What follows belongs to an exercise in optimizing a design on an open flow for small area and a short achievable clock period; a production flow would make more cautious choices.
Only simulation tests tie the RTL to the original design; equivalence was not proved.
No driver is modelled on the clock port, so clock power and skew are understated where the tree is cut down; a real chip needs a root buffer or a tree.
No activity file was given, so power comes from the tool's default toggle rates.

Design kws_preprocess_top, start of the top module:
module kws_preprocess_top (
  input  logic                  hclk0,
  input  logic                  hrst_b0,
  input  logic                  hsel,
  input  logic [11:0]           haddr,
  input  logic [1:0]            htrans,
  input  logic                  hwrite,
  input  logic [31:0]           hwdata,
  input  logic                  hready_in,
  output logic [31:0]           hrdata
);
export LEC_CHECK = 0
export CAP_MARGIN = 20
export CORE_MARGIN = 2
export CORE_UTILIZATION = 60
export SLEW_MARGIN = 20
create_clock -name core_clock -period 10.0 [get_ports {hclk0}]
standard.sh (not shown) runs the stock make flow with config.mk's settings and CLKGATE_MAP_FILE= SYNTH_SCRIPT=/design/flow/synth_recipe.tcl, a recipe that flattens the netlist after the stock synthesis.
==> flow/flow/run.sh <==
#!/bin/bash
# Standard layout with two changes:
#  - the clock tree is built by flow/manual_cts.tcl (sourced as the PRE_CTS_TCL
#    hook; it takes the place of TritonCTS): a balanced two-level tree of
#    clkbuf_16, four roots on the clock port, each driving the leaf buffers of
#    one quarter of the core;
#  - timing repair is aimed below the clock period: repair_timing works on
#    every path with less than SETUP_SLACK_MARGIN slack, resizing and swapping
#    gates (unbuffer,sizeup,swap,clone) rather than adding buffers.
set -euo pipefail
bash standard.sh SETUP_SLACK_MARGIN=7.25 SETUP_MOVE_SEQUENCE=unbuffer,sizeup,swap,clone PRE_CTS_TCL="$PWD/flow/manual_cts.tcl" finish > standard_flow.log 2>&1
Other scripts of this flow, unchanged in this note and not shown: flow/flow/manual_cts.tcl
Edit:
--- a/flow/flow/run.sh
+++ b/flow/flow/run.sh
@@ -11 +11 @@
-bash standard.sh SETUP_SLACK_MARGIN=7.25 SETUP_MOVE_SEQUENCE=unbuffer,sizeup,swap,clone PRE_CTS_TCL="$PWD/flow/manual_cts.tcl" finish > standard_flow.log 2>&1
+bash standard.sh SETUP_SLACK_MARGIN=7.1 SETUP_MOVE_SEQUENCE=unbuffer,sizeup,swap,clone PRE_CTS_TCL="$PWD/flow/manual_cts.tcl" finish > standard_flow.log 2>&1
After rerunning:
- combinational power hardly moves
- final area drops by about 0.8%
- routed wire length went down by 1.4%
- fmax rises by 0.76%
Edit:
--- a/flow/flow/run.sh
+++ b/flow/flow/run.sh
@@ -8,2 +8 @@
-#    every path with less than SETUP_SLACK_MARGIN slack, resizing and swapping
-#    gates (unbuffer,sizeup,swap,clone) rather than adding buffers.
+#    every path with less than SETUP_SLACK_MARGIN slack.
@@ -11 +10 @@
-bash standard.sh SETUP_SLACK_MARGIN=7.1 SETUP_MOVE_SEQUENCE=unbuffer,sizeup,swap,clone PRE_CTS_TCL="$PWD/flow/manual_cts.tcl" finish > standard_flow.log 2>&1
+bash standard.sh SETUP_SLACK_MARGIN=6.9 PRE_CTS_TCL="$PWD/flow/manual_cts.tcl" finish > standard_flow.log 2>&1
=> The changed run went through all stages and came out clean; setup slack hardly moves; global-route usage went down by 1.0 points; via count is lower by 1.8%.
No run of this note takes its clock network from TritonCTS; it comes from the design's own scripts or RTL.

========
== P ==
kws_preprocess_top, a different RTL version from the one above (not shown whole).
For scale: roughly 1,500 flip-flops, ~83 I/O pins.
Settings: LEC_CHECK=0, CAP_MARGIN=20, CORE_MARGIN=2, CORE_UTILIZATION=40, SLEW_MARGIN=20; clock period 10.0 ns.
==> flow/flow/run.sh <==
#!/bin/bash
# Standard layout, with timing repair aimed below the clock period:
# repair_timing works on every path with less than SETUP_SLACK_MARGIN slack.
set -euo pipefail
bash standard.sh SETUP_SLACK_MARGIN=6.5 finish > standard_flow.log 2>&1
Here is what was changed in the inputs of Q compared with P.
--- a/flow/flow/run.sh
+++ b/flow/flow/run.sh
@@ -4,2 +4,2 @@
 set -euo pipefail
-bash standard.sh SETUP_SLACK_MARGIN=6.5 finish > standard_flow.log 2>&1
+bash standard.sh SETUP_SLACK_MARGIN=7.0 finish > standard_flow.log 2>&1
### Flow results
The core of Q is more densely filled than that of P. Delta (Q minus P): count of non-CTS buffers in the layout higher; total design power shows a reduction of about 0.7%; switching power of the nets has increased; final area went up by 2100 µm²; cell count went up 83. Register share of the cell area in Q is 1.5 points below P.

========
== sierra ==
Another version of the RTL of kws_preprocess_top (not shown whole).
Size: about 3900 cells after synthesis, about 83 I/O pins, about 62000 µm² of cells after synthesis.
Settings: LEC_CHECK=0, CAP_MARGIN=20, CORE_MARGIN=2, CORE_UTILIZATION=60, SLEW_MARGIN=20; clock period 10.0 ns.
==> flow/flow/run.sh <==
#!/bin/bash
# Standard layout with two changes:
#  - the clock tree is built by flow/manual_cts.tcl (sourced as the PRE_CTS_TCL
#    hook; it takes the place of TritonCTS): a balanced two-level tree of
#    clkbuf_16, four roots on the clock port, each driving the leaf buffers of
#    one quarter of the core;
#  - timing repair is aimed below the clock period: repair_timing works on
#    every path with less than SETUP_SLACK_MARGIN slack.
set -euo pipefail
bash standard.sh SETUP_SLACK_MARGIN=7.0 PRE_CTS_TCL="$PWD/flow/manual_cts.tcl" finish > standard_flow.log 2>&1
==> flow/flow/manual_cts.tcl <==
# Hook sourced before clock_tree_synthesis (PRE_CTS_TCL): replaces TritonCTS
# with a two-level clock tree. The clock port drives NROOT root buffers (one
# per region of the core); each root drives the leaf buffers of its region,
# and each leaf buffer drives a cluster of about equal size of nearby flops.
rename clock_tree_synthesis tritoncts_clock_tree_synthesis

proc kws_split {items key n} {
  # split items ({x y ...} lists) into n groups of about equal size by key
  set s [lsort -real -index $key $items]
  set len [llength $s]
  set out {}
  for {set i 0} {$i < $n} {incr i} {
    set a [expr {($i * $len) / $n}]
    set b [expr {(($i + 1) * $len) / $n - 1}]
    lappend out [lrange $s $a $b]
  }
  return $out
}

proc kws_kd {items n} {
  # recursive bisection along the longer side into n groups (n a power of two)
  if {$n <= 1} { return [list $items] }
  set xs [lmap it $items {lindex $it 0}]
  set ys [lmap it $items {lindex $it 1}]
  set dx [expr {[tcl::mathfunc::max {*}$xs] - [tcl::mathfunc::min {*}$xs]}]
  set dy [expr {[tcl::mathfunc::max {*}$ys] - [tcl::mathfunc::min {*}$ys]}]
  set key [expr {$dx >= $dy ? 0 : 1}]
  set halves [kws_split $items $key 2]
  set h [expr {$n / 2}]
  return [concat [kws_kd [lindex $halves 0] $h] [kws_kd [lindex $halves 1] $h]]
}

proc kws_centroid {items} {
  set sx 0.0; set sy 0.0
  foreach it $items { set sx [expr {$sx + [lindex $it 0]}]; set sy [expr {$sy + [lindex $it 1]}] }
  set n [llength $items]
  return [list [expr {int($sx / $n)}] [expr {int($sy / $n)}]]
}

proc clock_tree_synthesis {args} {
  set nroot [expr {[info exists ::env(KWS_ROOTS)] ? $::env(KWS_ROOTS) : 4}]
  set nleaf [expr {[info exists ::env(KWS_LEAVES)] ? $::env(KWS_LEAVES) : 16}]
  set root_cell [expr {[info exists ::env(KWS_ROOT_CELL)] ? $::env(KWS_ROOT_CELL) : "sky130_fd_sc_hd__clkbuf_16"}]
  set leaf_cell [expr {[info exists ::env(KWS_LEAF_CELL)] ? $::env(KWS_LEAF_CELL) : "sky130_fd_sc_hd__clkbuf_16"}]
  set db [ord::get_db]
  set block [ord::get_db_block]
  set clk [$block findNet hclk0]
  $clk setSigType CLOCK
  set rmaster [$db findMaster $root_cell]
  set lmaster [$db findMaster $leaf_cell]
  # sinks: every instance pin on the clock net
  set sinks {}
  foreach it [$clk getITerms] {
    set xy [$it getAvgXY]
    if {[lindex $xy 0] == 0} {
      set inst [$it getInst]
      set bb [$inst getBBox]
      set xy [list 1 [expr {([$bb xMin] + [$bb xMax]) / 2}] [expr {([$bb yMin] + [$bb yMax]) / 2}]]
    }
    lappend sinks [list [lindex $xy 1] [lindex $xy 2] $it]
  }
  puts "manual cts: [llength $sinks] sinks, $nroot roots, $nleaf leaves per root"
  set r 0; set l 0
  foreach region [kws_kd $sinks $nroot] {
    if {1} {
      set rname "clkroot_$r"
      set rnet [odb::dbNet_create $block "${rname}_net"]
      $rnet setSigType CLOCK
      set leaves {}
      foreach cl [kws_kd $region $nleaf] {
        if {1} {
          if {[llength $cl] == 0} continue
          set c [kws_centroid $cl]
          set lname "clkleaf_$l"
          set linst [odb::dbInst_create $block $lmaster $lname]
          $linst setLocation [lindex $c 0] [lindex $c 1]
          $linst setPlacementStatus PLACED
          set lnet [odb::dbNet_create $block "${lname}_net"]
          $lnet setSigType CLOCK
          foreach s $cl {
            set it [lindex $s 2]
            $it disconnect
            $it connect $lnet
          }
          [$linst findITerm X] connect $lnet
          [$linst findITerm A] connect $rnet
          lappend leaves [list [lindex $c 0] [lindex $c 1]]
          incr l
        }
      }
      set c [kws_centroid $leaves]
      set rinst [odb::dbInst_create $block $rmaster $rname]
      $rinst setLocation [lindex $c 0] [lindex $c 1]
      $rinst setPlacementStatus PLACED
      [$rinst findITerm X] connect $rnet
      [$rinst findITerm A] connect $clk
      incr r
    }
  }
  puts "manual cts: $r roots, $l leaves"
  global_connect
  set_propagated_clock [all_clocks]
}
Modified inputs, fjord compared to sierra
- CORE_UTILIZATION now 66, was 60
--- a/flow/flow/manual_cts.tcl
+++ b/flow/flow/manual_cts.tcl
@@ -18,17 +18,4 @@
 }
 
-proc kws_kd {items n} {
-  # recursive bisection along the longer side into n groups (n a power of two)
-  if {$n <= 1} { return [list $items] }
-  set xs [lmap it $items {lindex $it 0}]
-  set ys [lmap it $items {lindex $it 1}]
-  set dx [expr {[tcl::mathfunc::max {*}$xs] - [tcl::mathfunc::min {*}$xs]}]
-  set dy [expr {[tcl::mathfunc::max {*}$ys] - [tcl::mathfunc::min {*}$ys]}]
-  set key [expr {$dx >= $dy ? 0 : 1}]
-  set halves [kws_split $items $key 2]
-  set h [expr {$n / 2}]
-  return [concat [kws_kd [lindex $halves 0] $h] [kws_kd [lindex $halves 1] $h]]
-}
-
 proc kws_centroid {items} {
   set sx 0.0; set sy 0.0
@@ -39,6 +26,8 @@
 
 proc clock_tree_synthesis {args} {
-  set nroot [expr {[info exists ::env(KWS_ROOTS)] ? $::env(KWS_ROOTS) : 4}]
-  set nleaf [expr {[info exists ::env(KWS_LEAVES)] ? $::env(KWS_LEAVES) : 16}]
+  set rx [expr {[info exists ::env(KWS_ROOT_X)] ? $::env(KWS_ROOT_X) : 2}]
+  set ry [expr {[info exists ::env(KWS_ROOT_Y)] ? $::env(KWS_ROOT_Y) : 2}]
+  set lx [expr {[info exists ::env(KWS_LEAF_X)] ? $::env(KWS_LEAF_X) : 3}]
+  set ly [expr {[info exists ::env(KWS_LEAF_Y)] ? $::env(KWS_LEAF_Y) : 5}]
   set root_cell [expr {[info exists ::env(KWS_ROOT_CELL)] ? $::env(KWS_ROOT_CELL) : "sky130_fd_sc_hd__clkbuf_16"}]
   set leaf_cell [expr {[info exists ::env(KWS_LEAF_CELL)] ? $::env(KWS_LEAF_CELL) : "sky130_fd_sc_hd__clkbuf_16"}]
@@ -60,14 +49,14 @@
     lappend sinks [list [lindex $xy 1] [lindex $xy 2] $it]
   }
-  puts "manual cts: [llength $sinks] sinks, $nroot roots, $nleaf leaves per root"
+  puts "manual cts: [llength $sinks] sinks, roots ${rx}x${ry}, leaves per root ${lx}x${ly}"
   set r 0; set l 0
-  foreach region [kws_kd $sinks $nroot] {
-    if {1} {
+  foreach col [kws_split $sinks 0 $rx] {
+    foreach region [kws_split $col 1 $ry] {
       set rname "clkroot_$r"
       set rnet [odb::dbNet_create $block "${rname}_net"]
       $rnet setSigType CLOCK
       set leaves {}
-      foreach cl [kws_kd $region $nleaf] {
-        if {1} {
+      foreach lcol [kws_split $region 0 $lx] {
+        foreach cl [kws_split $lcol 1 $ly] {
           if {[llength $cl] == 0} continue
           set c [kws_centroid $cl]
sierra: all stages complete, timing, DRC and antenna checks passed. fjord completed every stage of the flow, and the final layout passed the timing, design-rule and antenna checks. In the flow results for fjord and sierra, the utilization is larger on fjord. fjord vs. sierra: area used by sequential logic in the layout saw little to no change, placed wire-length estimate after detailed placement now sits lower, sequential fraction of total cell area went up 0.30 points, global-route usage +2.3 points. sierra → fjord: share of the clock period used by the worst path after layout barely changed; synthesized area per cell barely changed; critical-path maximum fanout barely changed.
diff inputs: fjord => maple
- swapping 66 for 60 in CORE_UTILIZATION
--- a/flow/flow/run.sh
+++ b/flow/flow/run.sh
@@ -8,3 +8,3 @@
 #    every path with less than SETUP_SLACK_MARGIN slack.
 set -euo pipefail
-bash standard.sh SETUP_SLACK_MARGIN=7.0 PRE_CTS_TCL="$PWD/flow/manual_cts.tcl" finish > standard_flow.log 2>&1
+bash standard.sh SETUP_SLACK_MARGIN=6.9 PRE_CTS_TCL="$PWD/flow/manual_cts.tcl" finish > standard_flow.log 2>&1
--- outcome ---
maple: PASS, flow complete, no timing, DRC or antenna violations
The more densely filled core belongs to fjord, not maple.
Between fjord and maple, the flow reports number of nets in the final layout decreasing slightly.
Looking at met1 usage, maple sits 3.7 points lower than fjord does.
Against fjord, maple comes in about 0.5% lower on design area.
## Diff of input files: cedar against maple
--- a/flow/flow/run.sh
+++ b/flow/flow/run.sh
@@ -8,3 +8,3 @@
 #    every path with less than SETUP_SLACK_MARGIN slack.
 set -euo pipefail
-bash standard.sh SETUP_SLACK_MARGIN=6.9 PRE_CTS_TCL="$PWD/flow/manual_cts.tcl" finish > standard_flow.log 2>&1
+bash standard.sh SETUP_SLACK_MARGIN=7.0 PRE_CTS_TCL="$PWD/flow/manual_cts.tcl" finish > standard_flow.log 2>&1
Re routed length per instance: cedar is 0.47% up on maple. Sum of met3 wire segment lengths after detailed routing is lower on maple. Fraction of layout instances using a drive strength above 1: cedar vs maple up 2.4 points. Final total power essentially unchanged between cedar and maple. Cmp maple and cedar / wire length on met2 / lower: maple. [cedar vs maple] post-synthesis to final-layout area growth: higher in cedar. Relative to maple, the cell area after layout measured on cedar has increased slightly.
[inputs] yarrow vs cedar
--- a/flow/flow/run.sh
+++ b/flow/flow/run.sh
@@ -6,5 +6,6 @@
 #    one quarter of the core;
 #  - timing repair is aimed below the clock period: repair_timing works on
-#    every path with less than SETUP_SLACK_MARGIN slack.
+#    every path with less than SETUP_SLACK_MARGIN slack, resizing and swapping
+#    gates (unbuffer,sizeup,swap,clone) rather than adding buffers.
 set -euo pipefail
-bash standard.sh SETUP_SLACK_MARGIN=7.0 PRE_CTS_TCL="$PWD/flow/manual_cts.tcl" finish > standard_flow.log 2>&1
+bash standard.sh SETUP_SLACK_MARGIN=7.1 SETUP_MOVE_SEQUENCE=unbuffer,sizeup,swap,clone PRE_CTS_TCL="$PWD/flow/manual_cts.tcl" finish > standard_flow.log 2>&1
- Compared with cedar, yarrow shows post-detailed-route via-to-cell ratio higher by 0.10.
- Compared with cedar, yarrow shows a lower number of setup buffers added after CTS.
- Summary — number of global-route vias before repair, yarrow relative to cedar: higher, by 616.
- Global-route wire length before repair delta (yarrow − cedar): unfavourable
- Highest signal layer in the routed design = met4: cedar; highest signal layer in the routed design = met5: yarrow
In every run of this note, the design's own scripts or RTL, not TritonCTS, make the clock network.

port drivers added, routing unchanged:
How much do the figures lean on ideal ports? The routed layouts below were timed once more, with nothing changed but the port constraints.
Step 1 sets driving cells, clkbuf_16 on the clock port and buf_2 on the other inputs (assumed; they add their load-dependent delay and slew).
Step 2 also shifts input and output timing later by t, the mid clock arrival at the registers, as if the neighbouring blocks saw the same clock.
Slacks: no drivers / after step 1 / after step 2; pairs: no drivers / after step 1.
run	t, ns	slack for setup (ns)	latest minus earliest clock arrival (ns)	worst register clock-pin slew, ns	cell pins on the clock port's net
the first run of note 1	0.650	6.797 / 6.797 / 6.757	0.060 / 0.060	0.12 / 0.12	4
the second run of note 1	0.641	6.821 / 6.798 / 6.698	0.029 / 0.029	0.10 / 0.10	4
the third run of note 1	0.639	6.818 / 6.662 / 6.700	0.038 / 0.039	0.11 / 0.11	4
P	0.839	6.167 / 6.167 / 6.167	0.030 / 0.030	0.06 / 0.06	1
Q	0.857	6.211 / 6.211 / 6.211	0.064 / 0.063	0.06 / 0.06	1
sierra	0.660	6.903 / 6.744 / 6.646	0.052 / 0.052	0.11 / 0.11	4
fjord	0.637	6.895 / 6.742 / 6.584	0.041 / 0.041	0.11 / 0.11	4
maple	0.639	6.824 / 6.666 / 6.560	0.038 / 0.038	0.11 / 0.11	4
cedar	0.632	6.914 / 6.759 / 6.657	0.042 / 0.042	0.10 / 0.10	4
yarrow	0.622	6.867 / 6.812 / 6.650	0.027 / 0.026	0.10 / 0.10	4
After both steps every run listed still meets setup and hold. For fjord, which loses most, drivers alone change the setup slack by -0.153 ns; drivers and shift together by -0.311 ns.
